From an optimization exercise on the open Yosys and OpenROAD flow, aimed at small area and a short achievable clock period; shortcuts taken in it are not production practice. Only simulation tests tie the RTL to the original design; equivalence was not proved.

==> flow/design.v (excerpt) <==
module xgmii_rx_top
#(
    parameter int MAX_FRAME_LEN = 1518
) (
    input  logic        clk,
    input  logic        inv_aresetn,
    input  logic [63:0] xgmii_data_i,
    input  logic [7:0]  xgmii_ctrl_i,
    output logic [63:0] axis_tdata_o,
    output logic [7:0]  axis_tkeep_o,
    output logic        axis_tvalid_o,
    output logic        axis_tlast_o,
    output logic        axis_tuser_o,
    output logic        stat_valid_o,
    output logic        stat_crc_ok_o,
    output logic [13:0] stat_len_o,
    output logic [3:0]  stat_size_o,
    output logic [31:0] good_frames_o,
    output logic [31:0] bad_frames_o
);
==> flow/config.mk <==
export PLATFORM = sky130hd
export DESIGN_NAME = xgmii_rx_top
export DESIGN_NICKNAME = xgmii_rx_top
export VERILOG_FILES = /design/flow/design.v
export SDC_FILE = /design/flow/constraint.sdc
export NUM_CORES = 4
export LEC_CHECK = 0
export CAP_MARGIN = 20
export CORE_MARGIN = 2
export CORE_UTILIZATION = 40
export SLEW_MARGIN = 20
export SYNTH_HIERARCHICAL = 1
export BUFFER_PORTS_ARGS = -buffer_cell sky130_fd_sc_hd__buf_1
export SETUP_SLACK_MARGIN = 7.5
==> flow/constraint.sdc <==
create_clock -name core_clock -period 10.5 [get_ports {clk}]
set_input_delay 2.1000 -clock core_clock [delete_from_list [all_inputs] [get_ports {clk}]]
set_output_delay 2.1000 -clock core_clock [all_outputs]
set_load 0.01 [all_outputs]
standard.sh (not shown) runs the stock make flow with config.mk's settings and CLKGATE_MAP_FILE= SYNTH_SCRIPT=/design/flow/synth_recipe.tcl, a recipe that flattens the netlist after the stock synthesis.
==> flow/flow/run.sh <==
#!/bin/bash
# Standard layout (settings from config.mk via config.mk) plus the settings
# in flow/extra.mk: plain buf_1 port buffers instead of the default
# delay-cell buffers, and a larger setup margin for timing repair.
set -e
cp config.mk config_in.log
cat flow/extra.mk >> config.mk
bash standard.sh > standard.log 2>&1
==> flow/flow/extra.mk <==
export BUFFER_PORTS_ARGS = -buffer_cell sky130_fd_sc_hd__buf_1
export SETUP_SLACK_MARGIN = 7.5
==> next run, changes <==
==> flow/flow/extra.mk (replaced) <==
export BUFFER_PORTS_ARGS = -buffer_cell sky130_fd_sc_hd__buf_1
export SETUP_SLACK_MARGIN = 7.25
CORE_UTILIZATION = 55   (was 40)
CTS_CLUSTER_DIAMETER = 120   (was unset)
CTS_CLUSTER_SIZE = 25   (was unset)
SETUP_SLACK_MARGIN = 7.25   (was 7.5)
Result:
- The new run went through all stages and came out clean
- worst hold slack improves by 0.011 ns
- clock skew went up by 0.0075 ns
- non-clock buffer count came out lower by 86
- critical path depth is unchanged
- setup slack loses 0.071 ns
- maximum frequency goes down by 2.2%
- global-route usage rises by 4.3 points

* * *

Another version of the RTL of xgmii_rx_top (not shown whole).
For scale: roughly 230 I/O pins, about 15000 um2 of cells after synthesis.
## xgmii_rx_top
module xgmii_rx_top
#(
    parameter int MAX_FRAME_LEN = 1518
) (
    input  logic        clk,
    input  logic        inv_aresetn,
    input  logic [63:0] xgmii_data_i,
    input  logic [7:0]  xgmii_ctrl_i,
    output logic [63:0] axis_tdata_o,
    output logic [7:0]  axis_tkeep_o,
    output logic        axis_tvalid_o,
    output logic        axis_tlast_o,
    output logic        axis_tuser_o,
    output logic        stat_valid_o,
    output logic        stat_crc_ok_o,
    output logic [13:0] stat_len_o,
    output logic [3:0]  stat_size_o,
    output logic [31:0] good_frames_o,
    output logic [31:0] bad_frames_o
);
export LEC_CHECK = 0
export CAP_MARGIN = 20
export CORE_MARGIN = 2
export CORE_UTILIZATION = 60
export CTS_CLUSTER_DIAMETER = 120
export CTS_CLUSTER_SIZE = 25
export SLEW_MARGIN = 20
export SYNTH_HIERARCHICAL = 1
export BUFFER_PORTS_ARGS = -buffer_cell sky130_fd_sc_hd__buf_1
export SETUP_SLACK_MARGIN = 7.25
create_clock -name core_clock -period 10.5 [get_ports {clk}]
==> flow/flow/extra.mk <==
export BUFFER_PORTS_ARGS = -buffer_cell sky130_fd_sc_hd__buf_1
export SETUP_SLACK_MARGIN = 7.25
Scripts as last shown in full above: flow/flow/run.sh
Rerun with:
--- a/flow/config.mk
+++ b/flow/config.mk
@@ -8,5 +8,5 @@
 export CAP_MARGIN = 20
 export CORE_MARGIN = 2
-export CORE_UTILIZATION = 60
+export CORE_UTILIZATION = 55
 export CTS_CLUSTER_DIAMETER = 120
 export CTS_CLUSTER_SIZE = 25
Result: The changed run finished with timing, DRC and antenna clean. Core utilization drops by 5.0 points. Design area is about the same. Clock skew drops by 9.6 ps. Via count drops slightly. Register-to-register slack improves by 20 ps. Clock-buffer cell count does not change. Worst setup slack degrades by 13 ps. Die area climbs by a little under a tenth.

==> afterwards: timing with drivers on the ports <==
In the flow no input, the clock included, has a driving cell. The finished layouts below were timed again as built, in two steps.
Step 1, drivers: a clkbuf_16 drives clk and a buf_2 each remaining input, both assumed.
Step 2 adds t to the input delays and takes it off the output delays; t is the mean of the earliest and latest rising clock arrival at the registers after step 1. Input paths then give back, and output paths get back, about the clock's delay inside the block.
a / b / c = ideal ports / drivers / drivers and shift; a / b = the first two.
run | t (ns) | slack for setup (ns) | pins driven straight from the clock port
the first run of note 1 | 0.601 | 7.371 / 7.319 / 7.045 | 1
the second run of note 1 | 0.574 | 7.300 / 7.246 / 6.923 | 1
the first run of note 2 | 0.562 | 7.301 / 7.253 / 6.766 | 1
the second run of note 2 | 0.553 | 7.288 / 7.241 / 6.872 | 1
After both steps every run listed still meets setup and hold. The setup slack of the first run of note 2, which loses most, moves by -0.048 ns with the drivers and by -0.535 ns with both steps.
